What follows belongs to an exercise in optimizing a design on an open flow for small area and few clock cycles per item; a production flow would make more cautious choices.
Only simulation tests tie the RTL to the original design; equivalence was not proved.

## rgba_color_matrix_core
module rgba_color_matrix_core #(
	parameter int COEF_WIDTH     = 12,
	parameter int COEF_FRAC_BITS = 8
) (
	input  logic                            clk,
	input  logic                            arst_n,
	input  logic                            in_valid,
	output logic                            in_ready,
	input  logic [rcm_pkg::CHAN_W-1:0]      in_red,
	input  logic [rcm_pkg::CHAN_W-1:0]      in_green,
	input  logic [rcm_pkg::CHAN_W-1:0]      in_blue,
	input  logic [rcm_pkg::CHAN_W-1:0]      in_alpha,
	output logic                            out_valid,
	input  logic                            out_ready,
	output logic [rcm_pkg::CHAN_W-1:0]      out_red,
	output logic [rcm_pkg::CHAN_W-1:0]      out_green,
	output logic [rcm_pkg::CHAN_W-1:0]      out_blue,
	output logic [rcm_pkg::CHAN_W-1:0]      out_alpha,
	input  logic                            cfg_valid,
	output logic                            cfg_ready,
	input  logic [rcm_pkg::CFG_IDX_W-1:0]   cfg_index,
	input  logic [rcm_pkg::CFG_DATA_W-1:0]  cfg_data
);
	localparam int ROWS  = rcm_pkg::ROWS;
	localparam logic [COEF_WIDTH-1:0] ONE_COEF = COEF_WIDTH'(64'd1 << COEF_FRAC_BITS);
	logic [ROWS-1:0][rcm_pkg::REG_W-1:0] row_q;
	logic [ROWS-1:0][rcm_pkg::REG_W-1:0] row_eff;
	logic [ROWS-1:0]                     row_set;
	logic [ROWS-1:0][22:0]               sum;
	logic [ROWS-1:0][7:0]                chan_next;
	logic [ROWS-1:0][7:0]                chan_q;
	logic                                valid_q;
	logic                                take;
	logic [31:0]                         pix_q;
	logic [3:0][7:0]                     thr_in;
	logic [3:0][7:0]                     thr_q;
	logic [39:0]                         thr;
	logic                                pix_valid_q;
	logic                                pix_ready;
	logic [31:0]                         pix_in;
	assign cfg_ready = 1'b1;
	logic [rcm_pkg::REG_W-1:0] cfg_row;
	assign cfg_row = cfg_valid ? cfg_data[rcm_pkg::REG_W-1:0] : '0;
	for (genvar r = 0; r < ROWS; r++) begin : g_rowreg
  ...
For scale: ~4700 cells after synthesis, ~340 flip-flops, roughly 47000 µm² of cells after synthesis.
Settings: LEC_CHECK=0, CAP_MARGIN=20, CORE_MARGIN=2, CORE_UTILIZATION=55, CTS_BUF_LIST=sky130_fd_sc_hd__clkbuf_2 sky130_fd_sc_hd__clkbuf_4, SLEW_MARGIN=20; clock period 8.0 ns.
standard.sh (not shown) runs the stock make flow with config.mk's settings and CLKGATE_MAP_FILE= SYNTH_SCRIPT=/design/flow/synth_recipe.tcl, a recipe that flattens the netlist after the stock synthesis.
==> flow/flow/run.sh <==
#!/bin/bash
# Layout flow: the standard flow with these changes to synthesis:
#  - Yosys's synth fine step runs without its quick abc pass (-noabc), so
#    extract_fa meets the adder tree's xor/majority logic as the RTL writes it
#    and maps it to full adders without inverters around them;
#  - the final abc technology mapping uses flow/abc_map.script, ORFS's area
#    script without its buffering and sizing (OpenROAD's repair does those),
#  - Yosys maps carry chains with its own Brent-Kung look-ahead instead of
#    ORFS's Kogge-Stone extra map (SYNTH_OPERATIONS_ARGS set to a flag synth
#    already gets, so that ORFS does not add the Kogge-Stone map).
# Global placement's port buffers are sky130_fd_sc_hd__buf_1 cells
# (BUFFER_PORTS_ARGS). Flip-flop mapping, flattening, renaming and the layout
# steps are standard.
set -euo pipefail
cd "$(dirname "$0")/.."
W=$PWD
head -1 synth_recipe.tcl | grep -q '^proc synth' || { echo "unexpected synth_recipe.tcl line 1" >&2; exit 1; }
sed -n 2p synth_recipe.tcl | grep -q 'source \$::env(SCRIPTS_DIR)/synth.tcl' || { echo "unexpected synth_recipe.tcl line 2" >&2; exit 1; }
grep -q '^  log_cmd abc {\*}\$abc_args$' "$FLOW_HOME/scripts/synth.tcl" || { echo "unexpected synth.tcl" >&2; exit 1; }
sed 's|^  log_cmd abc {\*}\$abc_args$|  log_cmd abc {*}[lreplace $abc_args 1 1 '"$W"'/flow/abc_map.script]|' "$FLOW_HOME/scripts/synth.tcl" > flow_synth_orfs.tcl
{
  echo 'proc synth {args} { if {[lsearch -glob $args "fine:*"] >= 0} { yosys synth -nofsm -noshare -noabc {*}$args } else { yosys synth -nofsm -noshare {*}$args } }'
  echo "source $W/flow_synth_orfs.tcl"
  tail -n +3 synth_recipe.tcl
} > flow_synth.tcl
sed "s|SYNTH_SCRIPT=[^ ]*|SYNTH_SCRIPT=$W/flow_synth.tcl 'BUFFER_PORTS_ARGS=-buffer_cell sky130_fd_sc_hd__buf_1' SYNTH_OPERATIONS_ARGS=-nofsm|" standard.sh > flow_standard.sh
grep -q "SYNTH_SCRIPT=$W/flow_synth.tcl" flow_standard.sh || { echo "could not set SYNTH_SCRIPT" >&2; exit 1; }
bash flow_standard.sh "$@" > flow_make.log 2>&1 || { tail -50 flow_make.log; exit 1; }
tail -5 flow_make.log
==> flow/flow/abc_map.script <==
strash
dch
map -B 0.9
topo
Testbench counts at the start, summed over its fixed seeds: cycles 8,384, items 8,192.
Change:
--- a/flow/config.mk
+++ b/flow/config.mk
@@ -10,3 +10,3 @@
 export CORE_UTILIZATION = 55
-export CTS_BUF_LIST = sky130_fd_sc_hd__clkbuf_2 sky130_fd_sc_hd__clkbuf_4
+export CTS_BUF_LIST = sky130_fd_sc_hd__clkbuf_4 sky130_fd_sc_hd__clkbuf_8
 export SLEW_MARGIN = 20
What happened: Wire length stays flat. Core utilization is higher by 0.26 points. Worst hold slack gains 0.039 ns. Flip-flop and latch count does not change. Area after synthesis stays the same. Register-to-register slack gains 0.05 ns. Synthesized cell count stays the same.
Change:
--- a/flow/config.mk
+++ b/flow/config.mk
@@ -9,3 +9,3 @@
 export CORE_MARGIN = 2
-export CORE_UTILIZATION = 55
+export CORE_UTILIZATION = 52
 export CTS_BUF_LIST = sky130_fd_sc_hd__clkbuf_4 sky130_fd_sc_hd__clkbuf_8
Effect:
- The new run finished with timing, DRC and antenna clean
- synthesized cell count is unchanged
- worst setup slack gets worse by 0.037 ns
- register-to-register slack gets worse by 0.04 ns
- worst hold slack barely changes
- synthesized area is unchanged
- sequential cell count stays the same
- first-iteration DRC count went down by 12%

* * *

run Z:
Another version of the RTL of rgba_color_matrix_core (not shown whole).
Size in the first run: roughly 5100 cells after synthesis, roughly 140 I/O pins, about 48000 sq um of cells after synthesis.
clock: 8.0 ns
lec_check: 0
cap_margin: 20
core_margin: 2
core_utilization: 40
cts_buf_list: sky130_fd_sc_hd__clkbuf_4 sky130_fd_sc_hd__clkbuf_8
slew_margin: 20
Scripts as last shown in full above: flow/flow/run.sh, flow/flow/abc_map.script
Run Z finished end to end and its layout was clean on timing, DRC and antenna.
Testbench counts of run Z, summed over its fixed seeds: cycles 8,384, items 8,192.
Changes in run A relative to run Z:
- CORE_UTILIZATION changed from 40 to 55
## What came out
[compare] base=run Z new=run A: utilization after layout grew by 16 points, number of remaining DRC errors essentially unchanged, final-layout clock buffer total went down. Final worst-path setup slack: run A vs run Z down 0.13 ns. The via count reported for run A is higher than the one for run Z. Compared with run Z, run A shows routed length on met1 that has gone down by a little under 10%. Diff run A..run Z | final setup TNS | unchanged.

-- re-timing with driven ports --
The flow's constraints put no driver on any port. The routed layouts listed below were extracted and timed again, unchanged, in two steps. Step 1 (the two cells are an assumption about what drives the block):
set clk [get_ports {clk}]
set_driving_cell -lib_cell sky130_fd_sc_hd__clkbuf_16 $clk
set_driving_cell -lib_cell sky130_fd_sc_hd__buf_2 [delete_from_list [all_inputs] $clk]
Step 2, shift: input delay + t, output delay - t, t = (earliest + latest rising clock arrival at the registers) / 2. This alone moves slack from input paths to output paths. Slacks: ideal / step 1 / step 2; pairs: ideal / step 1.
run	t (ns)	slack for setup (ns)	worst hold slack (ns)	clock arrival spread, ns
the first run of note 1	1.072	0.223 / 0.223 / 0.223	0.499 / 0.455 / 0.540	0.152 / 0.152
the second run of note 1	0.797	0.270 / 0.270 / 0.270	0.538 / 0.538 / 0.538	0.057 / 0.056
the third run of note 1	0.807	0.233 / 0.233 / 0.233	0.538 / 0.538 / 0.538	0.032 / 0.033
run Z	0.820	0.422 / 0.422 / 0.422	0.559 / 0.559 / 0.559	0.063 / 0.062
run A	0.811	0.294 / 0.294 / 0.294	0.496 / 0.496 / 0.496	0.067 / 0.067
After both steps every run listed still meets setup and hold.
